From an optimization exercise on the open Yosys and OpenROAD flow, aimed at a short achievable clock period and few clock cycles; shortcuts taken in it are not production practice.
Function was checked by simulation only, so behaviour that the tests miss may differ from the original.
Power figures rest on the tool's default switching activity, not on a simulated workload.

===== run.sh =====
#!/bin/bash
# synth_recipe.tcl (not shown) runs the flow's synth.tcl, then flattens the netlist and writes it again
# the make line also repeats each setting of config.mk as NAME=value (left out here)
make -C /OpenROAD-flow-scripts/flow DESIGN_CONFIG=/design/flow/config.mk WORK_HOME=/design/flow/orfs CLKGATE_MAP_FILE= SYNTH_SCRIPT=/design/flow/synth_recipe.tcl finish

===== config.mk =====
export PLATFORM = sky130hd
export DESIGN_NAME = micro_riscv_top
export DESIGN_NICKNAME = micro_riscv_top
export VERILOG_FILES = /design/flow/design.v
export SDC_FILE = /design/flow/constraint.sdc
export NUM_CORES = 8
export LEC_CHECK = 0
export CAP_MARGIN = 20
export CELL_PAD_IN_SITES_DETAIL_PLACEMENT = 1
export CELL_PAD_IN_SITES_GLOBAL_PLACEMENT = 2
export CORE_MARGIN = 2
export CORE_UTILIZATION = 25
export SETUP_SLACK_MARGIN = 5
export SLEW_MARGIN = 20
export SYNTH_HIERARCHICAL = 1

===== constraint.sdc =====
create_clock -name core_clock -period 8.0 [get_ports {clk_i}]
set_input_delay 1.6000 -clock core_clock [delete_from_list [all_inputs] [get_ports {clk_i}]]
set_output_delay 1.6000 -clock core_clock [all_outputs]
set_load 0.01 [all_outputs]

===== design.v =====
package riscv_isa_pkg;
  localparam int INSN_W     = 32;
  localparam int REG_ADDR_W = 5;
  typedef enum logic [6:0] {
    OPC_JAL    = 7'b110_1111,
    OPC_JALR   = 7'b110_0111,
    OPC_BRANCH = 7'b110_0011,
    OPC_LOAD   = 7'b000_0011,
    OPC_STORE  = 7'b010_0011,
    OPC_IMM    = 7'b001_0011,
    OPC_ALSU   = 7'b011_0011,
    OPC_SYSTEM = 7'b111_0011
  } opcode_t;
  localparam logic [2:0] F3_ADD = 3'b000;
  localparam logic [2:0] F3_XOR = 3'b100;
  localparam logic [2:0] F3_OR  = 3'b110;
  localparam logic [2:0] F3_AND = 3'b111;
  localparam logic [2:0] F3_BEQ = 3'b000;
  localparam logic [2:0] F3_BNE = 3'b001;
  localparam logic [2:0] F3_BLT = 3'b100;
  localparam logic [2:0] F3_BGE = 3'b101;
  localparam logic [6:0] F7_BASE = 7'b000_0000;
  localparam logic [6:0] F7_ALT  = 7'b010_0000;
  localparam logic [31:0] EBREAK_WORD = 32'h0010_0073;
  typedef enum logic [1:0] {
    IMM_I,
    IMM_S,
    IMM_B,
    IMM_J
  } imm_kind_t;
endpackage
package core_pkg;
  localparam int XLEN     = 32;
  localparam int NUM_REGS = 32;
  localparam logic [XLEN-1:0] RESET_ADDR = '0;
  localparam logic [XLEN-1:0] NOP_WORD = 32'h0000_0013;
  typedef enum logic [3:0] {
    ALU_ADD,
    ALU_SUB,
    ALU_XOR,
    ALU_OR,
    ALU_AND,
    ALU_EQ,
    ALU_NE,
    ALU_LTS,
    ALU_GES
  } alu_op_t;
  typedef struct packed {
    alu_op_t alu_op;
    logic    use_imm;
    logic    is_branch;
    logic    is_jump;
    logic    jump_reg_base;
    logic    mem_read;
    logic    mem_write;
    logic    reg_write;
    logic    mem_to_reg;
    logic    halt;
  } ctrl_t;
  localparam int CTRL_W = 13;   
endpackage
`timescale 1ns/10ps
module g_inv   (input logic a, output logic y);                                  assign y = ~a;                      endmodule
module g_nand2 (input logic a, b, output logic y);                               assign y = ~(a & b);                endmodule
module g_nand3 (input logic a, b, c, output logic y);                            assign y = ~(a & b & c);            endmodule
module g_nand4 (input logic a, b, c, d, output logic y);                         assign y = ~(a & b & c & d);        endmodule
module g_nor2  (input logic a, b, output logic y);                               assign y = ~(a | b);                endmodule
module g_nor3  (input logic a, b, c, output logic y);                            assign y = ~(a | b | c);            endmodule
module g_nor4  (input logic a, b, c, d, output logic y);                         assign y = ~(a | b | c | d);        endmodule
module g_a22oi (input logic a1, a2, b1, b2, output logic y);                     assign y = ~((a1 & a2) | (b1 & b2)); endmodule
module g_xor2  (input logic a, b, output logic y);                               assign y = a ^ b;                   endmodule
module g_xnor2 (input logic a, b, output logic y);                               assign y = ~(a ^ b);                endmodule
module g_a21oi (input logic a1, a2, b1, output logic y);                         assign y = ~((a1 & a2) | b1);       endmodule
module g_o21ai (input logic a1, a2, b1, output logic y);                         assign y = ~((a1 | a2) & b1);       endmodule
module g_nand2b(input logic an, b, output logic y);                              assign y = ~(~an & b);              endmodule
module g_nor2b (input logic a, bn, output logic y);                              assign y = ~(a | ~bn);              endmodule
module g_and2  (input logic a, b, output logic y);                               assign y = a & b;                   endmodule
module g_or2   (input logic a, b, output logic y);                               assign y = a | b;                   endmodule
module g_mux2  (input logic s, a1, a0, output logic y);                          assign y = s ? a1 : a0;             endmodule
module g_o21a  (input logic a1, a2, b1, output logic y);                         assign y = (a1 | a2) & b1;          endmodule
`timescale 1ns/10ps
module rf_slice #(
  parameter int W = 8
) (
  input  logic [31*W-1:0] regs_i,
  input  logic [4:0]      idx_i,
  output logic [W-1:0]    data_o
);
  logic [4:0] ni;
  for (genvar b = 0; b < 5; b++) begin : g_ni
    g_inv u_i (.a(idx_i[b]), .y(ni[b]));
  end
  logic [7:0] lo_n;
  logic [3:0] hi_n;
  for (genvar j = 0; j < 8; j++) begin : g_lo
    g_nand3 u_n (.a(j[0] ? idx_i[0] : ni[0]), .b(j[1] ? idx_i[1] : ni[1]), .c(j[2] ? idx_i[2] : ni[2]),
                 .y(lo_n[j]));
  end
  for (genvar j = 0; j < 4; j++) begin : g_hi
    g_nand2 u_n (.a(j[0] ? idx_i[3] : ni[3]), .b(j[1] ? idx_i[4] : ni[4]), .y(hi_n[j]));
  end
  logic [31:0] sel;
  assign sel[0] = 1'b0;
  for (genvar k = 1; k < 32; k++) begin : g_sel
    g_nor2 u_s (.a(lo_n[k % 8]), .b(hi_n[k / 8]), .y(sel[k]));
  end
  for (genvar b = 0; b < W; b++) begin : g_bit
    logic [31:0] r;
    assign r[0] = 1'b0;
    for (genvar k = 1; k < 32; k++) begin : g_r
      assign r[k] = regs_i[(k-1)*W + b];
    end
    logic [15:0] t;
    for (genvar p = 0; p < 16; p++) begin : g_t
      g_a22oi u_a (.a1(sel[2*p]), .a2(r[2*p]), .b1(sel[2*p+1]), .b2(r[2*p+1]), .y(t[p]));
    end
    logic [3:0] u;
    for (genvar q = 0; q < 4; q++) begin : g_u
      g_nand4 u_n (.a(t[4*q]), .b(t[4*q+1]), .c(t[4*q+2]), .d(t[4*q+3]), .y(u[q]));
    end
    logic [1:0] v;
    g_nor2  u_v0 (.a(u[0]), .b(u[1]), .y(v[0]));
    g_nor2  u_v1 (.a(u[2]), .b(u[3]), .y(v[1]));
    g_nand2 u_w  (.a(v[0]), .b(v[1]), .y(data_o[b]));
  end
endmodule
`timescale 1ns/10ps
module f_ctl (
  input  logic [31:0] ir_i,
  input  logic [4:0]  x_rd_i,
  input  logic        k_i,
  input  logic        lnk_i,
  input  logic        m_redir_i,
  input  logic        pnz_i,
  input  logic        pn3_i,
  input  logic        p5_i,
  input  logic        lnz_i,
  input  logic        ln3_i,
  output logic        s_hold_o,
  output logic        s_jal_o,
  output logic        s_br_o,
  output logic        s_jr_o,
  output logic        s_inc_o,
  output logic        stall_o,
  output logic        stall_n_o,
  output logic        go_o
);
  logic [31:0] ni;
  for (genvar b = 0; b < 32; b++) begin : g_ni
    g_inv u_i (.a(ir_i[b]), .y(ni[b]));
  end
  logic k_n, lnk_n;
  g_inv u_kn (.a(k_i),   .y(k_n));
  g_inv u_ln (.a(lnk_i), .y(lnk_n));
  logic [4:0] x1, x2;
  for (genvar b = 0; b < 5; b++) begin : g_x
    g_xnor2 u_1 (.a(ir_i[15+b]), .b(x_rd_i[b]), .y(x1[b]));
    g_xnor2 u_2 (.a(ir_i[20+b]), .b(x_rd_i[b]), .y(x2[b]));
  end
  logic e1a_n, e1b_n, e2a_n, e2b_n;
  g_nand3 u_e1a (.a(x1[0]), .b(x1[1]), .c(x1[2]), .y(e1a_n));
  g_nand2 u_e1b (.a(x1[3]), .b(x1[4]), .y(e1b_n));
  g_nand3 u_e2a (.a(x2[0]), .b(x2[1]), .c(x2[2]), .y(e2a_n));
  g_nand2 u_e2b (.a(x2[3]), .b(x2[4]), .y(e2b_n));
  logic jal_a_n, jal_b_n, jr_a_n, jr_b_n, br_a_n, br_b_n, rb_a_n, rb_b_n, x64;
  g_nand4 u_jla (.a(ir_i[6]), .b(ir_i[5]), .c(ir_i[3]), .d(ir_i[2]), .y(jal_a_n));
  g_nand3 u_jlb (.a(ir_i[1]), .b(ir_i[0]), .c(ni[4]), .y(jal_b_n));
  g_nand4 u_jra (.a(ir_i[6]), .b(ir_i[5]), .c(ir_i[2]), .d(ir_i[1]), .y(jr_a_n));
  g_nand3 u_jrb (.a(ir_i[0]), .b(ni[4]), .c(ni[3]), .y(jr_b_n));
  g_nand4 u_bra (.a(ir_i[6]), .b(ir_i[5]), .c(ir_i[1]), .d(ir_i[0]), .y(br_a_n));
  g_nand4 u_brb (.a(ni[4]), .b(ni[3]), .c(ni[2]), .d(ni[13]), .y(br_b_n));
  g_xor2  u_x64 (.a(ir_i[6]), .b(ir_i[4]), .y(x64));
  g_nand4 u_rba (.a(ir_i[5]), .b(ni[3]), .c(ni[2]), .d(ir_i[1]), .y(rb_a_n));
  g_nand2 u_rbb (.a(ir_i[0]), .b(x64), .y(rb_b_n));
  logic is_jal, nj, rb;
  g_nor2 u_isj (.a(jal_a_n), .b(jal_b_n), .y(is_jal));
  g_inv  u_nj  (.a(is_jal), .y(nj));
  g_nor2 u_rb  (.a(rb_a_n), .b(rb_b_n), .y(rb));
  logic e1k, e2k, st_n, st;
  g_nor3  u_e1k (.a(e1a_n), .b(e1b_n), .c(k_n), .y(e1k));
  g_nor3  u_e2k (.a(e2a_n), .b(e2b_n), .c(k_n), .y(e2k));
  g_a22oi u_st  (.a1(e1k), .a2(nj), .b1(e2k), .b2(rb), .y(st_n));
  g_inv   u_sti (.a(st_n), .y(st));
  logic e1l, is_jr, h1_n, h2_n, ones6, z1, z2, p1, p2, near_jr, gojr_n;
  g_nor3  u_e1l (.a(e1a_n), .b(e1b_n), .c(lnk_n), .y(e1l));
  g_nor2  u_isr (.a(jr_a_n), .b(jr_b_n), .y(is_jr));
  g_nand3 u_h1  (.a(ir_i[31]), .b(ir_i[30]), .c(ir_i[29]), .y(h1_n));
  g_nand3 u_h2  (.a(ir_i[28]), .b(ir_i[27]), .c(ir_i[26]), .y(h2_n));
  g_nor2  u_o6  (.a(h1_n), .b(h2_n), .y(ones6));
  g_nor3  u_z1  (.a(ir_i[31]), .b(ir_i[30]), .c(ir_i[29]), .y(z1));
  g_nor3  u_z2  (.a(ir_i[28]), .b(ir_i[27]), .c(ir_i[26]), .y(z2));
  g_nand2 u_p1  (.a(ones6), .b(lnz_i), .y(p1));
  g_nand3 u_p2  (.a(z1), .b(z2), .c(ln3_i), .y(p2));
  g_nand2 u_njr (.a(p1), .b(p2), .y(near_jr));
  g_nand3 u_gjr (.a(e1l), .b(is_jr), .c(near_jr), .y(gojr_n));
  logic b1_n, b2_n, bra, brb, pg_n, pg, gobr_n;
  g_nand4 u_b1  (.a(ir_i[31]), .b(ir_i[30]), .c(ir_i[29]), .d(ir_i[28]), .y(b1_n));
  g_nand3 u_b2  (.a(ir_i[27]), .b(ir_i[26]), .c(ir_i[7]), .y(b2_n));
  g_nor2  u_bo  (.a(br_a_n), .b(br_b_n), .y(bra));
  g_nor2  u_bi  (.a(b1_n), .b(b2_n), .y(brb));
  g_a21oi u_pgn (.a1(ir_i[25]), .a2(p5_i), .b1(pnz_i), .y(pg_n));
  g_inv   u_pg  (.a(pg_n), .y(pg));
  logic bp_n, bp;
  g_nand3 u_gbb (.a(bra), .b(brb), .c(pg), .y(bp_n));
  g_inv   u_bp  (.a(bp_n), .y(bp));
  logic [4:0] xs;
  for (genvar b = 0; b < 5; b++) begin : g_xs
    g_xnor2 u_x (.a(ir_i[15+b]), .b(ir_i[20+b]), .y(xs[b]));
  end
  logic sa_n, sb_n, same, l_eq, l_ne;
  g_nand3 u_ssa (.a(xs[0]), .b(xs[1]), .c(xs[2]), .y(sa_n));
  g_nand2 u_ssb (.a(xs[3]), .b(xs[4]), .y(sb_n));
  g_nor2  u_ssm (.a(sa_n), .b(sb_n), .y(same));
  g_xnor2 u_leq (.a(ir_i[14]), .b(ir_i[12]), .y(l_eq));
  g_nor2  u_lne (.a(ir_i[14]), .b(ni[12]), .y(l_ne));
  logic fz1, fz2, o4a, o4_n, f1_n, f0, fe_n, fn_n, fe, fn, fp;
  g_nor4  u_fz1 (.a(ir_i[31]), .b(ir_i[30]), .c(ir_i[29]), .d(ir_i[28]), .y(fz1));
  g_nor3  u_fz2 (.a(ir_i[27]), .b(ir_i[26]), .c(ir_i[7]), .y(fz2));
  g_nor4  u_o4a (.a(ir_i[25]), .b(ir_i[11]), .c(ir_i[10]), .d(ir_i[8]), .y(o4a));
  g_nand2 u_o4  (.a(o4a), .b(ir_i[9]), .y(o4_n));
  logic pg_fn;
  g_nand2 u_pgf (.a(o4_n), .b(pn3_i), .y(pg_fn));
  g_nand3 u_f1  (.a(bra), .b(fz1), .c(fz2), .y(f1_n));
  g_nor2  u_f0  (.a(f1_n), .b(pg_fn), .y(f0));
  g_nand2 u_fen (.a(f0), .b(l_eq), .y(fe_n));
  g_nand2 u_fnn (.a(f0), .b(l_ne), .y(fn_n));
  g_inv   u_fe  (.a(fe_n), .y(fe));
  g_inv   u_fn  (.a(fn_n), .y(fn));
  g_mux2  u_fp  (.s(same), .a1(fe), .a0(fn), .y(fp));
  g_nor2  u_gbr (.a(bp), .b(fp), .y(gobr_n));
  logic [3:0] jo_n, jz;
  g_nand4 u_jo0 (.a(ir_i[31]), .b(ir_i[30]), .c(ir_i[29]), .d(ir_i[28]), .y(jo_n[0]));
  g_nand4 u_jo1 (.a(ir_i[27]), .b(ir_i[26]), .c(ir_i[20]), .d(ir_i[19]), .y(jo_n[1]));
  g_nand4 u_jo2 (.a(ir_i[18]), .b(ir_i[17]), .c(ir_i[16]), .d(ir_i[15]), .y(jo_n[2]));
  g_nand3 u_jo3 (.a(ir_i[14]), .b(ir_i[13]), .c(ir_i[12]), .y(jo_n[3]));
  g_nor4  u_jz0 (.a(ir_i[31]), .b(ir_i[30]), .c(ir_i[29]), .d(ir_i[28]), .y(jz[0]));
  g_nor4  u_jz1 (.a(ir_i[27]), .b(ir_i[26]), .c(ir_i[20]), .d(ir_i[19]), .y(jz[1]));
  g_nor4  u_jz2 (.a(ir_i[18]), .b(ir_i[17]), .c(ir_i[16]), .d(ir_i[15]), .y(jz[2]));
  g_nor3  u_jz3 (.a(ir_i[14]), .b(ir_i[13]), .c(ir_i[12]), .y(jz[3]));
  logic w4a, w4_n;
  g_nor4  u_w4a (.a(ir_i[25]), .b(ir_i[24]), .c(ir_i[23]), .d(ir_i[21]), .y(w4a));
  g_nand2 u_w4  (.a(w4a), .b(ir_i[22]), .y(w4_n));
  logic jo01, jo23, q1, jz01_n, jz23_n, q2a_n, zok, jnear, jl, gojal_n;
  g_nor2  u_q01 (.a(jo_n[0]), .b(jo_n[1]), .y(jo01));
  g_nor2  u_q23 (.a(jo_n[2]), .b(jo_n[3]), .y(jo23));
  g_nand3 u_q1  (.a(jo01), .b(jo23), .c(pnz_i), .y(q1));
  g_nand2 u_z01 (.a(jz[0]), .b(jz[1]), .y(jz01_n));
  g_nand2 u_z23 (.a(jz[2]), .b(jz[3]), .y(jz23_n));
  g_nand2 u_z4  (.a(pn3_i), .b(w4_n), .y(q2a_n));
  g_nor3  u_zok (.a(jz01_n), .b(jz23_n), .c(q2a_n), .y(zok));
  g_inv   u_q2  (.a(zok), .y(jnear));
  g_nand2 u_jn  (.a(q1), .b(jnear), .y(jl));
  g_nand2 u_gjl (.a(is_jal), .b(jl), .y(gojal_n));
  g_nor2  u_sh  (.a(st_n), .b(m_redir_i), .y(s_hold_o));
  g_nor2  u_sj  (.a(gojal_n), .b(m_redir_i), .y(s_jal_o));
  g_nor3  u_sb  (.a(gobr_n), .b(st), .c(m_redir_i), .y(s_br_o));
  g_nor2  u_sr  (.a(gojr_n), .b(m_redir_i), .y(s_jr_o));
  logic all_n;
  g_nand4 u_an  (.a(st_n), .b(gojal_n), .c(gobr_n), .d(gojr_n), .y(all_n));
  g_nor2  u_si  (.a(all_n), .b(m_redir_i), .y(s_inc_o));
  assign stall_o   = st;
  assign stall_n_o = st_n;
  g_nand3 u_go  (.a(gojal_n), .b(gobr_n), .c(gojr_n), .y(go_o));
endmodule
module dec_fields (
  input  logic [31:0] ir_i,
  input  logic [5:0]  pcm_i,
  input  logic        p5_i,
  output logic        is_jal_o,
  output logic        is_jalr_o,
  output logic        op_rb_o,
  output logic        go_jal_o,
  output logic        go_br_o
);
  logic [6:0] opc;
  logic       s;
  assign opc       = ir_i[6:0];
  assign s         = ir_i[31];
  assign is_jal_o  = (opc == 7'b1101111);
  assign is_jalr_o = (opc == 7'b1100111);
  assign op_rb_o   = (opc == 7'b0110011) || (opc == 7'b1100011);
  assign go_jal_o  = is_jal_o && (ir_i[19:12] == {8{s}}) && (ir_i[20] == s) && (ir_i[30:26] == {5{s}}) &&
                     (s ? (pcm_i != 6'd0) : (pcm_i != 6'h3f)) &&
                     !({s, ir_i[19:12], ir_i[20], ir_i[30:21]} == 20'd2);
  logic same, likely;
  assign same      = (ir_i[19:15] == ir_i[24:20]);
  assign likely    = same ? (ir_i[14] == ir_i[12]) : (!ir_i[14] && ir_i[12]);
  assign go_br_o   = (opc == 7'b1100011) && !ir_i[13] &&
                     ((s && ir_i[7] && (ir_i[30:26] == 5'h1f) && ((pcm_i != 6'd0) || (ir_i[25] && p5_i))) ||
                      (!s && !ir_i[7] && (ir_i[30:26] == 5'h00) && (pcm_i != 6'h3f) && likely &&
                       !({ir_i[25], ir_i[11:8]} == 5'b00010)));
endmodule
module c_gojr (
  input  logic [31:0] ir_i,
  input  logic [4:0]  x_rd_i,
  input  logic        lnk_i,
  input  logic [5:0]  lkm_i,
  output logic        go_o
);
  assign go_o = (ir_i[6:0] == 7'b1100111) && lnk_i && (x_rd_i == ir_i[19:15]) &&
                (ir_i[30:26] == {5{ir_i[31]}}) && (ir_i[31] ? (lkm_i != 6'd0) : (lkm_i != 6'h3f));
endmodule
module c_opsel (
  input  logic [4:0] rs_i,
  input  logic       none_i,
  input  logic [4:0] x_rd_i,
  input  logic       w_i,
  input  logic       m_wen_i,
  input  logic [4:0] m_rd_i,
  output logic       res_o,
  output logic       wb_o,
  output logic       reg_o
);
  logic fwd, byp;
  assign fwd   = w_i && (x_rd_i == rs_i);
  assign byp   = m_wen_i && (m_rd_i == rs_i);
  assign res_o = !none_i && fwd;
  assign wb_o  = !none_i && !fwd && byp;
  assign reg_o = !none_i && !fwd && !byp;
endmodule
module x_branch (
  input  logic [31:0] a_i,
  input  logic [31:0] b_i,
  input  logic        dif31_i,
  input  logic        valid_i,
  input  logic        m_redir_i,
  input  logic        br_i,
  input  logic        blt_i,
  input  logic        inv_i,
  input  logic        pred_i,
  input  logic        off4_i,
  input  logic        off8_i,
  input  logic        ebreak_i,
  input  logic        fin_i,
  output logic        live_o,
  output logic [3:0]  sx_n_o,
  output logic        halt_o,
  output logic        kill_o
);
  logic [31:0] x;
  logic [7:0]  n4;
  logic [3:0]  e8;
  logic        ne;
  for (genvar i = 0; i < 32; i++) begin : g_x
    g_xnor2 u_x (.a(a_i[i]), .b(b_i[i]), .y(x[i]));
  end
  for (genvar i = 0; i < 8; i++) begin : g_n4
    g_nand4 u_n (.a(x[4*i]), .b(x[4*i+1]), .c(x[4*i+2]), .d(x[4*i+3]), .y(n4[i]));
  end
  for (genvar i = 0; i < 4; i++) begin : g_e8
    g_nor2 u_e (.a(n4[2*i]), .b(n4[2*i+1]), .y(e8[i]));
  end
  g_nand4 u_ne (.a(e8[0]), .b(e8[1]), .c(e8[2]), .d(e8[3]), .y(ne));
  logic q, t1, t0, e1, e0, sd, c_eq, c_ltd, c_lts;
  assign live_o = valid_i && !m_redir_i;
  assign q      = live_o && br_i;
  assign t1     = !pred_i && !off4_i;
  assign t0     = pred_i;
  assign e1     = inv_i ? t0 : t1;    
  assign e0     = inv_i ? t1 : t0;    
  assign sd     = a_i[31] != b_i[31];
  assign c_eq   = q && !blt_i;
  assign c_ltd  = q && blt_i && !sd;
  assign c_lts  = q && blt_i && sd && (a_i[31] ? e1 : e0);
  for (genvar k = 0; k < 4; k++) begin : g_sx
    logic u1, u2;
    g_mux2 u_m1 (.s(ne),      .a1(c_eq && e0),  .a0(c_eq && e1),  .y(u1));
    g_mux2 u_m2 (.s(dif31_i), .a1(c_ltd && e1), .a0(c_ltd && e0), .y(u2));
    g_nor3 u_sx (.a(u1), .b(u2), .c(c_lts), .y(sx_n_o[k]));
  end
  logic v1, v2, sx_k;
  g_mux2 u_v1 (.s(ne),      .a1(c_eq && e0),  .a0(c_eq && e1),  .y(v1));
  g_mux2 u_v2 (.s(dif31_i), .a1(c_ltd && e1), .a0(c_ltd && e0), .y(v2));
  g_nor3 u_vk (.a(v1), .b(v2), .c(c_lts), .y(sx_k));
  assign halt_o = live_o && ebreak_i;
  assign kill_o = m_redir_i || fin_i || halt_o || !sx_k;
endmodule
module x_enter (
  input  logic kill_i,
  input  logic stall_i,
  input  logic writes_i,
  input  logic is_ld_i,
  input  logic is_lnk_i,
  output logic valid_o,
  output logic wen_o,
  output logic ld_o,
  output logic lnk_o
);
  logic live;
  g_nor2 u_l (.a(kill_i), .b(stall_i), .y(live));
  assign valid_o = live;
  g_and2 u_w (.a(live), .b(writes_i), .y(wen_o));
  g_and2 u_d (.a(live), .b(is_ld_i),  .y(ld_o));
  g_and2 u_k (.a(live), .b(is_lnk_i), .y(lnk_o));
endmodule
module f_decode (
  input  logic [31:0] ir_i,
  output logic        is_addi_o,
  output logic        is_r_o,
  output logic        is_ld_o,
  output logic        is_st_o,
  output logic        is_br_o,
  output logic        is_jal_o,
  output logic        is_jalr_o,
  output logic        is_ebreak_o,
  output logic        op_rb_o,
  output logic        jal_short_o,
  output logic        go_jal_o,
  output logic        go_br_o,
  output logic        writes_o
);
  logic [6:0] opc;
  logic [2:0] f3;
  logic [6:0] f7;
  assign opc = ir_i[6:0];
  assign f3  = ir_i[14:12];
  assign f7  = ir_i[31:25];
  assign is_addi_o   = (opc == 7'b0010011) && (f3 == 3'b000);
  assign is_r_o      = (opc == 7'b0110011) &&
                       (((f7 == 7'b0000000) && (f3 == 3'b000 || f3 == 3'b100 || f3 == 3'b110 || f3 == 3'b111)) ||
                        ((f7 == 7'b0100000) && (f3 == 3'b000)));
  assign is_ld_o     = (opc == 7'b0000011);
  assign is_st_o     = (opc == 7'b0100011);
  assign is_br_o     = (opc == 7'b1100011) && !f3[1];
  assign is_jal_o    = (opc == 7'b1101111);
  assign is_jalr_o   = (opc == 7'b1100111);
  assign is_ebreak_o = (ir_i == 32'h0010_0073);
  assign op_rb_o     = (opc == 7'b0110011) || (opc == 7'b1100011);
  assign jal_short_o = (ir_i[19:12] == {8{ir_i[31]}}) && (ir_i[20] == ir_i[31]);
  assign go_jal_o    = is_jal_o && jal_short_o &&
                       !({ir_i[31], ir_i[19:12], ir_i[20], ir_i[30:21]} == 20'd2);
  assign go_br_o     = is_br_o && ir_i[31];
  assign writes_o    = (is_addi_o | is_r_o | is_ld_o | is_jal_o | is_jalr_o) && (ir_i[11:7] != 5'd0);
endmodule
`timescale 1ns/10ps
module pg_gen #(
  parameter int W = 32
) (
  input  logic [W-1:0] a_i,
  input  logic [W-1:0] b_i,
  output logic [W-1:0] p_o,
  output logic [W-1:0] g_o
);
  assign p_o = a_i ^ b_i;
  assign g_o = a_i & b_i;
endmodule
module ks_tree #(
  parameter int W = 32
) (
  input  logic [W-1:0] p_i,
  input  logic [W-1:0] g_i,
  input  logic         cin_i,
  output logic [W-1:0] c_o
);
  function automatic int ceil_log2(input int v);
    ceil_log2 = 0;
    for (int i = 0; i < 31; i++) begin
      if ((1 << i) < v) ceil_log2 = i + 1;
    end
  endfunction
  localparam int L = ceil_log2(W);
  logic [W-1:0] gg [0:L];
  logic [W-1:0] pp [0:L];
  always_comb begin
    gg[0]    = g_i;
    pp[0]    = p_i;
    gg[0][0] = g_i[0] | (p_i[0] & cin_i);
    for (int l = 0; l < L; l++) begin
      for (int i = 0; i < W; i++) begin
        if (i >= (1 << l)) begin
          gg[l+1][i] = gg[l][i] | (pp[l][i] & gg[l][i - (1 << l)]);
          pp[l+1][i] = pp[l][i] & pp[l][i - (1 << l)];
        end else begin
          gg[l+1][i] = gg[l][i];
          pp[l+1][i] = pp[l][i];
        end
      end
    end
    c_o = gg[L];
  end
endmodule
module ks_add #(
  parameter int W = 32
) (
  input  logic [W-1:0] a_i,
  input  logic [W-1:0] b_i,
  input  logic         cin_i,
  output logic [W-1:0] sum_o,
  output logic         cout_o
);
  logic [W-1:0] p, g, c;
  pg_gen  #(.W(W)) u_pg   (.a_i(a_i), .b_i(b_i), .p_o(p), .g_o(g));
  ks_tree #(.W(W)) u_tree (.p_i(p), .g_i(g), .cin_i(cin_i), .c_o(c));
  assign sum_o  = p ^ {c[W-2:0], cin_i};
  assign cout_o = c[W-1];
endmodule
module inc_dec #(
  parameter int W = 20
) (
  input  logic [W-1:0] v_i,
  output logic [W-1:0] inc_o,
  output logic [W-1:0] dec_o
);
  ks_add #(.W(W)) u_inc (.a_i(v_i), .b_i({W{1'b0}}), .cin_i(1'b1), .sum_o(inc_o), .cout_o());
  ks_add #(.W(W)) u_dec (.a_i(v_i), .b_i({W{1'b1}}), .cin_i(1'b0), .sum_o(dec_o), .cout_o());
endmodule
module mux2w #(
  parameter int W = 32
) (
  input  logic         s_i,
  input  logic [W-1:0] a_i,
  input  logic [W-1:0] b_i,
  output logic [W-1:0] y_o
);
  assign y_o = s_i ? a_i : b_i;
endmodule
module ks_add_g #(
  parameter int W    = 32,
  parameter int CIN  = 0,
  parameter int INVB = 0
) (
  input  logic [W-1:0] a_i,
  input  logic [W-1:0] b_i,
  output logic [W-1:0] sum_o,
  output logic         cout_o
);
  function automatic int ceil_log2(input int v);
    ceil_log2 = 0;
    for (int i = 0; i < 31; i++) begin
      if ((1 << i) < v) ceil_log2 = i + 1;
    end
  endfunction
  localparam int L = ceil_log2(W);
  logic [W-1:0] gg [0:L];
  logic [W-1:0] pp [0:L];
  logic [W-1:0] pn;
  for (genvar i = 0; i < W; i++) begin : g_pg
    if (INVB == 1) begin : g_ib
      g_xor2 u_p (.a(a_i[i]), .b(b_i[i]), .y(pn[i]));
      if (i == 0 && CIN == 1) begin : g_c1
        g_nor2b  u_g (.a(a_i[i]), .bn(b_i[i]), .y(gg[0][i]));
      end else begin : g_c0
        g_nand2b u_g (.an(b_i[i]), .b(a_i[i]), .y(gg[0][i]));
      end
    end else begin : g_b
      g_xnor2 u_p (.a(a_i[i]), .b(b_i[i]), .y(pn[i]));
      if (i == 0 && CIN == 1) begin : g_c1
        g_nor2  u_g (.a(a_i[i]), .b(b_i[i]), .y(gg[0][i]));
      end else begin : g_c0
        g_nand2 u_g (.a(a_i[i]), .b(b_i[i]), .y(gg[0][i]));
      end
    end
    assign pp[0][i] = pn[i];
  end
  for (genvar l = 0; l < L; l++) begin : g_lvl
    localparam int D = 1 << l;
    for (genvar i = 0; i < W; i++) begin : g_b
      if (i >= D) begin : g_op
        if (l % 2 == 0) begin : g_neg_in
          g_o21ai u_g (.a1(pp[l][i]), .a2(gg[l][i-D]), .b1(gg[l][i]), .y(gg[l+1][i]));
          g_nor2  u_p (.a(pp[l][i]), .b(pp[l][i-D]), .y(pp[l+1][i]));
        end else begin : g_pos_in
          g_a21oi u_g (.a1(pp[l][i]), .a2(gg[l][i-D]), .b1(gg[l][i]), .y(gg[l+1][i]));
          g_nand2 u_p (.a(pp[l][i]), .b(pp[l][i-D]), .y(pp[l+1][i]));
        end
      end else begin : g_pass
        g_inv u_g (.a(gg[l][i]), .y(gg[l+1][i]));
        g_inv u_p (.a(pp[l][i]), .y(pp[l+1][i]));
      end
    end
  end
  for (genvar i = 0; i < W; i++) begin : g_s
    if (i == 0) begin : g_s0
      if (CIN == 1) begin : g_1
        assign sum_o[0] = pn[0];
      end else begin : g_0
        g_inv u_s (.a(pn[0]), .y(sum_o[0]));
      end
    end else if (L % 2 == 1) begin : g_pos
      g_xnor2 u_s (.a(pn[i]), .b(gg[L][i-1]), .y(sum_o[i]));
    end else begin : g_neg
      g_xor2 u_s (.a(pn[i]), .b(gg[L][i-1]), .y(sum_o[i]));
    end
  end
  if (L % 2 == 1) begin : g_co_pos
    assign cout_o = gg[L][W-1];
  end else begin : g_co_neg
    g_inv u_co (.a(gg[L][W-1]), .y(cout_o));
  end
endmodule
`timescale 1ns/10ps
module ao_sel #(
  parameter int N = 8,
  parameter int W = 32
) (
  input  logic [N*W-1:0] d_i,
  input  logic [N-1:0]   s_i,
  input  logic [W-1:0]   or_i,
  output logic [W-1:0]   y_o
);
  always_comb begin
    y_o = or_i;
    for (int k = 0; k < N; k++) begin
      y_o = y_o | ({W{s_i[k]}} & d_i[k*W +: W]);
    end
  end
endmodule
`timescale 1ns/10ps
module micro_riscv_top (
  input  logic        clk_i,
  input  logic        reset_i,
  output logic [31:0] instr_addr_o,
  input  logic [31:0] instr_rdata_i,
  output logic [31:0] data_addr_o,
  input  logic [31:0] data_rdata_i,
  output logic [31:0] data_wdata_o,
  output logic        data_re_o,
  output logic        data_we_o,
  output logic        finish_o
);
  logic [31:0] pc_f, pc_o;
  logic        x_valid, x_wen, x_ld, x_st, x_br, x_mjump, x_ebreak, x_lnk;
  logic        x_s_add, x_s_addi, x_s_sub, x_s_xor, x_s_or, x_s_and, x_s_lnk;
  logic        x_pred, x_off4, x_off8, x_blt, x_inv, x_fsd;
  logic [4:0]  x_rd;
  logic [31:0] x_a, x_b, x_off, x_link;
  logic [11:0] x_pcl, x_bimm;
  logic [19:0] x_hi_c1, x_hi_c0;
  logic        m_re, m_we, m_ld, m_redir;
  logic [31:1] m_wsel;
  logic [4:0]  m_rd;
  logic        m_wen;
  logic [31:0] m_result, m_addr, m_wdata, m_tgt;
  logic        fin, fin_o;
  logic [31:0] regs [1:31];
  logic [31:0] wb_data;
  assign wb_data = m_ld ? data_rdata_i : m_result;
  logic [31:0] ir;
  assign ir = instr_rdata_i;
  logic [6:0] opc;
  logic [2:0] f3;
  logic [6:0] f7;
  logic [4:0] rd, rs1, rs2;
  assign opc = ir[6:0];
  assign f3  = ir[14:12];
  assign f7  = ir[31:25];
  assign rd  = ir[11:7];
  assign rs1 = ir[19:15];
  assign rs2 = ir[24:20];
  logic is_addi, is_r, is_ld, is_st, is_br, is_jal, is_jalr, is_ebreak, op_rb;
  logic jal_short, dec_gojal, dec_gobr, writes;
  f_decode u_dec (.ir_i(ir), .is_addi_o(is_addi), .is_r_o(is_r), .is_ld_o(is_ld), .is_st_o(is_st),
                  .is_br_o(is_br), .is_jal_o(is_jal), .is_jalr_o(is_jalr), .is_ebreak_o(is_ebreak),
                  .op_rb_o(op_rb), .jal_short_o(jal_short), .go_jal_o(dec_gojal), .go_br_o(dec_gobr),
                  .writes_o(writes));
  logic [31:0] iimm, simm, bimm, jimm;
  assign iimm = {{20{ir[31]}}, ir[31:20]};
  assign simm = {{20{ir[31]}}, ir[31:25], ir[11:7]};
  assign bimm = {{19{ir[31]}}, ir[31], ir[7], ir[30:25], ir[11:8], 1'b0};
  assign jimm = {{11{ir[31]}}, ir[31], ir[19:12], ir[20], ir[30:21], 1'b0};
  logic k_ld, k_lnk, k_w;
  assign k_ld  = x_ld && x_wen;
  assign k_lnk = x_lnk;
  assign k_w   = x_wen && !x_ld;
  logic go_jr, fsd_n, a_res, a_wb, a_reg, b_res, b_wb, b_reg;
  c_gojr  u_gojr  (.ir_i(ir), .x_rd_i(x_rd), .lnk_i(k_lnk), .lkm_i(x_link[11:6]), .go_o(go_jr));
  c_opsel u_asel (.rs_i(rs1), .none_i(is_jal), .x_rd_i(x_rd), .w_i(k_w), .m_wen_i(m_wen), .m_rd_i(m_rd),
                  .res_o(a_res), .wb_o(a_wb), .reg_o(a_reg));
  c_opsel u_bsel (.rs_i(rs2), .none_i(1'b0), .x_rd_i(x_rd), .w_i(k_w), .m_wen_i(m_wen), .m_rd_i(m_rd),
                  .res_o(b_res), .wb_o(b_wb), .reg_o(b_reg));
  assign fsd_n = k_ld && (x_rd == rs2);
  logic [31:0] rf_a, rf_b;
  for (genvar s = 0; s < 4; s++) begin : g_rf
    logic [31*8-1:0] slice;
    always_comb begin
      for (int k = 1; k < 32; k++) slice[(k-1)*8 +: 8] = regs[k][s*8 +: 8];
    end
    rf_slice #(.W(8)) u_a (.regs_i(slice), .idx_i(rs1), .data_o(rf_a[s*8 +: 8]));
    rf_slice #(.W(8)) u_b (.regs_i(slice), .idx_i(rs2), .data_o(rf_b[s*8 +: 8]));
  end
  logic [31:0] pc_inc;
  assign pc_inc = pc_f + 32'd4;
  logic [19:0] pc_hi_p, pc_hi_m;
  inc_dec #(.W(20)) u_pc_hi (.v_i(pc_f[31:12]), .inc_o(pc_hi_p), .dec_o(pc_hi_m));
  logic [11:0] br_lo, jal_lo, jr_lo;
  logic        br_c, jal_c, jr_c;
  ks_add_g #(.W(12), .CIN(0)) u_br_lo  (.a_i(pc_f[11:0]),   .b_i(bimm[11:0]), .sum_o(br_lo),  .cout_o(br_c));
  ks_add_g #(.W(12), .CIN(0)) u_jal_lo (.a_i(pc_f[11:0]),   .b_i(jimm[11:0]), .sum_o(jal_lo), .cout_o(jal_c));
  ks_add_g #(.W(12), .CIN(0)) u_jr_lo  (.a_i(x_link[11:0]), .b_i(iimm[11:0]), .sum_o(jr_lo),  .cout_o(jr_c));
  logic [19:0] pc_hi_c1, pc_hi_c0;
  assign pc_hi_c1 = ir[31] ? pc_f[31:12] : pc_hi_p;
  assign pc_hi_c0 = ir[31] ? pc_hi_m     : pc_f[31:12];
  logic [31:0] t_br, t_jal, t_jr;
  assign t_br  = {pc_f[31:12], br_lo};
  assign t_jal = {pc_f[31:12], jal_lo};
  assign t_jr  = {x_link[31:12], jr_lo[11:1], 1'b0};
  logic go_jal, go_br, jal4;
  logic f_isjal, f_isjalr, f_oprb;
  dec_fields u_df (.ir_i(ir), .pcm_i(pc_f[11:6]), .p5_i(pc_f[5]), .is_jal_o(f_isjal), .is_jalr_o(f_isjalr),
                   .op_rb_o(f_oprb), .go_jal_o(go_jal), .go_br_o(go_br));
  assign jal4 = ({ir[31], ir[19:12], ir[20], ir[30:21]} == 20'd2);
  logic [31:0] sum, dif, adr, r_xor, r_or, r_and;
  ks_add_g #(.W(32), .CIN(0)) u_add (.a_i(x_a), .b_i(x_b), .sum_o(sum), .cout_o());
  ks_add_g #(.W(32), .CIN(1), .INVB(1)) u_sub (.a_i(x_a), .b_i(x_b), .sum_o(dif), .cout_o());
  ks_add_g #(.W(32), .CIN(0)) u_adr (.a_i(x_a), .b_i(x_off), .sum_o(adr), .cout_o());
  assign r_xor = x_a ^ x_b;
  assign r_or  = x_a | x_b;
  assign r_and = x_a & x_b;
  logic [32*7-1:0] res_d;
  logic [6:0]      res_s;
  assign res_d = {x_link, r_and, r_or, r_xor, dif, adr, sum};
  assign res_s = {x_s_lnk, x_s_and, x_s_or, x_s_xor, x_s_sub, x_s_addi, x_s_add};
  logic [31:0] res;
  ao_sel #(.N(7)) u_res (.d_i(res_d), .s_i(res_s), .or_i(32'd0), .y_o(res));
  logic [31:0] a_n, b_n;
  ao_sel #(.N(10)) u_a_n (.d_i({rf_a, pc_f, wb_data, res_d}),
                          .s_i({a_reg, is_jal, a_wb, {7{a_res}} & res_s}),
                          .or_i(32'd0), .y_o(a_n));
  ao_sel #(.N(9))  u_b_n (.d_i({rf_b, wb_data, res_d}),
                          .s_i({b_reg, b_wb, {7{b_res}} & res_s}),
                          .or_i(32'd0), .y_o(b_n));
  logic [11:0] xt_lo;
  logic        xt_c;
  logic [19:0] xt_hi;
  logic [31:0] x_alt;
  ks_add_g #(.W(12), .CIN(0)) u_xt_lo (.a_i(x_pcl), .b_i(x_bimm), .sum_o(xt_lo), .cout_o(xt_c));
  mux2w #(.W(20)) u_xt_hi (.s_i(xt_c), .a_i(x_hi_c1), .b_i(x_hi_c0), .y_o(xt_hi));
  assign x_alt = x_pred ? x_link : {xt_hi, xt_lo};
  logic x_live, x_halt, kill_f;
  logic [3:0] sx_n;
  logic [31:0] cmp;
  ks_add_g #(.W(32), .CIN(1), .INVB(1)) u_cmp (.a_i(x_a), .b_i(x_b), .sum_o(cmp), .cout_o());
  x_branch u_xbr (.a_i(x_a), .b_i(x_b), .dif31_i(cmp[31]), .valid_i(x_valid), .m_redir_i(m_redir),
                  .br_i(x_br), .blt_i(x_blt), .inv_i(x_inv), .pred_i(x_pred), .off4_i(x_off4),
                  .off8_i(x_off8), .ebreak_i(x_ebreak), .fin_i(fin),
                  .live_o(x_live), .sx_n_o(sx_n), .halt_o(x_halt), .kill_o(kill_f));
  logic f_st, f_st_n, f_go, f_sh, f_sj, f_sb, f_sr, f_si;
  logic pnz, pn3, lnz, ln3;
  assign pnz = |pc_f[11:6];
  assign pn3 = !(&pc_f[11:6]);
  assign lnz = |x_link[11:6];
  assign ln3 = !(&x_link[11:6]);
  f_ctl u_fc (.ir_i(ir), .x_rd_i(x_rd), .k_i(k_ld), .lnk_i(k_lnk), .m_redir_i(m_redir),
              .pnz_i(pnz), .pn3_i(pn3), .p5_i(pc_f[5]), .lnz_i(lnz), .ln3_i(ln3),
              .s_hold_o(f_sh), .s_jal_o(f_sj), .s_br_o(f_sb), .s_jr_o(f_sr), .s_inc_o(f_si),
              .stall_o(f_st), .stall_n_o(f_st_n), .go_o(f_go));
  logic xv_n, xw_n, xl_n, xk_n;
  x_enter u_xn (.kill_i(kill_f), .stall_i(f_st), .writes_i(writes), .is_ld_i(is_ld),
                .is_lnk_i((is_jal || is_jalr) && (rd != 5'd0)),
                .valid_o(xv_n), .wen_o(xw_n), .ld_o(xl_n), .lnk_o(xk_n));
  logic [31:0] pc_p, pc_po, pc_n, pc_no;
  for (genvar g = 0; g < 4; g++) begin : g_pcs
    logic s_hold, s_jal, s_br, s_jr, s_inc, st, st_n, go;
    f_ctl u_pcsel (.ir_i(ir), .x_rd_i(x_rd), .k_i(k_ld), .lnk_i(k_lnk), .m_redir_i(m_redir),
                   .pnz_i(pnz), .pn3_i(pn3), .p5_i(pc_f[5]), .lnz_i(lnz), .ln3_i(ln3),
                   .s_hold_o(s_hold), .s_jal_o(s_jal), .s_br_o(s_br), .s_jr_o(s_jr), .s_inc_o(s_inc),
                   .stall_o(st), .stall_n_o(st_n), .go_o(go));
    ao_sel #(.N(6), .W(8)) u_pc_p  (.d_i({pc_f[g*8 +: 8], m_tgt[g*8 +: 8], t_jal[g*8 +: 8], t_br[g*8 +: 8],
                                         t_jr[g*8 +: 8], pc_inc[g*8 +: 8]}),
                                    .s_i({s_hold, m_redir, s_jal, s_br, s_jr, s_inc}),
                                    .or_i(8'd0), .y_o(pc_p[g*8 +: 8]));
    ao_sel #(.N(6), .W(8)) u_pc_po (.d_i({pc_o[g*8 +: 8], m_tgt[g*8 +: 8], t_jal[g*8 +: 8], t_br[g*8 +: 8],
                                         t_jr[g*8 +: 8], pc_inc[g*8 +: 8]}),
                                    .s_i({s_hold, m_redir, s_jal, s_br, s_jr, s_inc}),
                                    .or_i(8'd0), .y_o(pc_po[g*8 +: 8]));
  end
  for (genvar g = 0; g < 4; g++) begin : g_pcx
    mux2w #(.W(8)) u_pc_n  (.s_i(sx_n[g]), .a_i(pc_p[g*8 +: 8]),  .b_i(x_alt[g*8 +: 8]), .y_o(pc_n[g*8 +: 8]));
    mux2w #(.W(8)) u_pc_no (.s_i(sx_n[g]), .a_i(pc_po[g*8 +: 8]), .b_i(x_alt[g*8 +: 8]), .y_o(pc_no[g*8 +: 8]));
  end
  logic [31:1] wsel_n;
  always_comb begin
    for (int k = 1; k < 32; k++) wsel_n[k] = x_live && x_wen && (x_rd == 5'(k));
  end
  always_ff @(posedge clk_i or posedge reset_i) begin
    if (reset_i) begin
      pc_f    <= 32'd0;
      pc_o    <= 32'd0;
      x_valid <= 1'b0;
      x_wen   <= 1'b0;
      x_ld    <= 1'b0;
      x_lnk   <= 1'b0;
      m_re    <= 1'b0;
      m_we    <= 1'b0;
      m_wen   <= 1'b0;
      m_wsel  <= '0;
      m_redir <= 1'b0;
      fin     <= 1'b0;
      fin_o   <= 1'b0;
    end else begin
      pc_f <= pc_n;
      pc_o <= pc_no;
      x_valid <= xv_n;
      x_wen   <= xw_n;
      x_ld    <= xl_n;
      x_lnk   <= xk_n;
      m_re    <= x_live && x_ld;
      m_we    <= x_live && x_st;
      m_wen   <= x_live && x_wen;
      m_wsel  <= wsel_n;
      m_redir <= x_live && x_mjump;
      fin   <= fin   || x_halt;
      fin_o <= fin_o || x_halt;
    end
  end
  always_ff @(posedge clk_i) begin
    x_st     <= is_st;
    x_br     <= is_br;
    x_mjump  <= (is_jalr && !go_jr) || (is_jal && !go_jal && !jal4);
    x_ebreak <= is_ebreak;
    x_s_add  <= is_r && (f3 == 3'b000) && !f7[5];
    x_s_addi <= is_addi;
    x_s_sub  <= is_r && (f3 == 3'b000) && f7[5];
    x_s_xor  <= is_r && (f3 == 3'b100);
    x_s_or   <= is_r && (f3 == 3'b110);
    x_s_and  <= is_r && (f3 == 3'b111);
    x_s_lnk  <= is_jal || is_jalr;
    x_pred   <= go_br;
    x_off4   <= (bimm == 32'd4);
    x_off8   <= (bimm == 32'd8);
    x_blt    <= f3[2];
    x_inv    <= f3[0];
    x_rd     <= rd;
    x_fsd    <= fsd_n;
    x_a      <= a_n;
    x_b      <= b_n;
    x_off    <= is_st ? simm : (is_jal ? jimm : iimm);
    x_link   <= pc_inc;
    x_pcl    <= pc_f[11:0];
    x_bimm   <= bimm[11:0];
    x_hi_c1  <= pc_hi_c1;
    x_hi_c0  <= pc_hi_c0;
    m_ld     <= x_ld;
    m_rd     <= x_rd;
    m_result <= res;
    m_addr   <= adr;
    m_wdata  <= x_fsd ? data_rdata_i : x_b;
    m_tgt    <= x_mjump ? {adr[31:1], 1'b0} : x_alt;
  end
  always_ff @(posedge clk_i or posedge reset_i) begin
    if (reset_i) begin
      for (int i = 1; i < 32; i++) regs[i] <= 32'd0;
    end else begin
      for (int i = 1; i < 32; i++) begin
        if (m_wsel[i]) regs[i] <= wb_data;
      end
    end
  end
  assign instr_addr_o = pc_o;
  assign data_addr_o  = m_addr;
  assign data_wdata_o = m_wdata;
  assign data_re_o    = m_re;
  assign data_we_o    = m_we;
  assign finish_o     = fin_o;
endmodule

==> impl_metrics.yaml <==
run_status:
  status: "complete, no violations"
place:
  port-buffer-count: 164
  place_inst: 14720
  dpl_cell_area_um2: 98140
  routabilityCongestion: 0.9265
  dpl.hpwl_um: 309000
routing:
  drtPass1Iterations: 14
  antenna_left: 0
  vias: 83470
  drtIter0Drc: 7794
  wl_per_cell_um: 29.93
  wl_um: 463000
  viasPerCell: 5.396
  drc: 0
power_and_ir_drop:
  share_clk_of_total_power: 0.361
  switching_power_mw: 9.339
  vdd_drop_max_v: 0.0002482
  intPower_mw: 15.96
  pwr-share-comb: 0.302
  p_total_mw: 25.30
  p_per_area_nw_per_um2: 221.2
  power_leakage_nw: 42.11
  pwr-share-seq: 0.337
  switching_share: 0.3691
sta:
  worst_pin_slew_ns: 1.179
  drv_slew: 0
  max_freq_mhz: 301.8
  period_needed_ns: 3.313
  fin_crit_sh: 0.4141
  finClkSkew_ns: 0.04400
  final_hold_viol_count: 0
  max_slew_margin: 0.2055
  setup_viol: 0
  rsz0062_at_grt: "true"
floorplanning:
  initial_core_util: 0.2513
  die_area_um2: 359300
  core_um2: 352700
  die_height_um: 599.4
  row_count: 218
  ios: 165
  dieWidth_um: 599.4
layout:
  final_cells: 15470
  syn2layout_area_growth_pct: 29.04
  nNetsFinal: 10730
  layout_common_cells: "nor2_1, a21oi_1, dfrtp_1, a22oi_2, buf_4"
  final-seq-area_um2: 34200
  nFillCells: 39940
  multi_input_area_um2: 57030
  final_common_cell: "nor2_1"
  final_layout_size_suffix_gt1_frac: 0.3420
  final_area_um2: 114400
grt:
  antenna_found_initial: 21
  track_usage: 0.2497
  grt_max_degree: 166
  gr-total-overflow: 0
  grt_pass1_wl_um: 652100
  first_global_vias: 85470
clock_tree:
  cts_made_buffers: 185
  postCtsHoldBufs: 0
  insertion_delay_ns: 0.92
  cts_tree: "done"
  cts_root_buffer: "clkbuf_16"
  clk_path_buf_depth: 4
  h-tree-depth: 4
  cts.sinks: 1419
  clk_pin_slew_worst_paths_ns: 0.06
worst_setup_path:
  setup.worst_path.start_class: "input port"
  critPathMaxFanout: 6
  endpoint_kind: "flip-flop"
  crit_required_ns: 8.78
  crit_arrival_ns: 4.09
  critical_path_class: "in -> reg"
logic_synthesis:
  synthCells: 9686
  netlist_area_um2: 88640
  avgSynthCellArea_um2: 9.151
  yosys_warnings: 27
flow_run:
  cap_viol_max_count: 0
worst_hold_path:
  hold_path_class: "reg -> reg"
metrics by stage:
step | util | hold WS [ns] | setup WS [ns] | TNS, ns
6_report | 0.3243 | 0.4552 | 4.687 | 0
3_3_place_gp | 0.2779 | 0.4311 | 2.361 | 0
4_1_cts | 0.3147 | 0.4553 | 4.805 | 0
2_1_floorplan | - | 0.3735 | -8.735 | -9582.32
5_1_grt | 0.3243 | 0.4911 | 4.610 | 0
3_5_place_dp | 0.2783 | 0.4315 | 2.444 | 0
worst max-delay path, stage by stage:
cell      delay [ns]
buf_16          0.14
buf_16          0.21
xnor2_2         0.16
nand2_1         0.09
nor2_2          0.12
mux2_4          0.32
nor2_4          0.13
buf_12          0.13
buf_4           0.12
nor3_4          0.05
buf_12          0.20
a222oi_1        0.35
nand3_1         0.14
mux2_4          0.27
metal layers:
layer / vias up / track usage / part of all wire
met5: - / 0 / 0.00014
met4: 8 / 0.1016 / 0.045
met3: 668 / 0.03467 / 0.059
met2: 2802 / 0.3897 / 0.44
met1: 43020 / 0.3452 / 0.45
li1: 36970 / - / -
flip-flops by register name, summed over array words and instances (netlist names), 5 cells and up:
register,cells
m_addr,32
x_hi_c0,20
regs,992
pc_f,32
x_off,21
x_b,32
x_link,30
x_pcl,12
m_wsel,31
m_wdata,32
x_a,32
pc_o,32
m_rd,5
m_result,32
x_hi_c1,20
m_tgt,32
worst paths after layout:
check | from | end | slack (ns) | depth (start not counted)
worst max-delay path | instr_rdata_i[23] | pc_o[30]$_DFF_PP0_ | 4.69 | 14
worst min-delay path | x_ld$_DFF_PP0_ | m_ld$_DFF_P_ | 0.46 | 0
worst max register to register | x_link[11]$_DFF_P_ | pc_o[26]$_DFF_PP0_ | 4.81 | 10
worst min register to register | x_ld$_DFF_PP0_ | m_ld$_DFF_P_ | 0.46 | 0
max in group asynchronous | reset_i | pc_f[2]$_DFF_PP0_ | 5.47 | 5
min in group asynchronous | reset_i | regs[11][8]$_DFFE_PP0P_ | 1.09 | 3
cell type report:
type                            instances  share of cell area
Antenna cell                           31           0.0006782
Multi-Input combinational cell       7702              0.4986
Sequential cell                      1419              0.2990
Tap cell                             4730             0.05174
Clock buffer                          258             0.04647
Inverter                              419             0.01425
Clock inverter                         82             0.01022
Timing Repair Buffer                  828             0.07905
power groups by stage:
stage	logic, mW	clock network [mW]	registers, mW
6_report	7.64	9.12	8.54
5_1_grt	8.06	9.63	8.59
4_1_cts	7.24	9.38	8.53
3_5_place_dp	6.76	0	8.66
3_3_place_gp	6.66	0	8.64
2_1_floorplan	4.07	0	8.42
what timing repair did:
item	CTS	global route
buffers inserted	214	122
cloned	36	7
gates resized for setup	1552	476
endpoints found under the setup margin	376	474
pin swaps	186	472
Testbench counts, summed over its fixed seeds: cycles 67,748.

==> re-timing with driven ports <==
Ports are ideal in the flow. The routed layout listed here was re-timed in OpenROAD. Step 1 assumes that a clkbuf_16 drives the clock port and a buf_2 every other input. Step 2 also shifts input and output timing later by t, the mid clock arrival at the registers, as if the neighbouring blocks saw the same clock. Three values: ideal ports, drivers, drivers and shift; two values: the first two.
t, ns: 0.994
slack for setup (ns): 4.687 / 4.366 / 3.373
clock arrival spread, ns: 0.053 / 0.053
After both steps setup and hold are still met in this run. For this run, drivers alone change the setup slack by -0.321 ns; drivers and shift together by -1.314 ns.
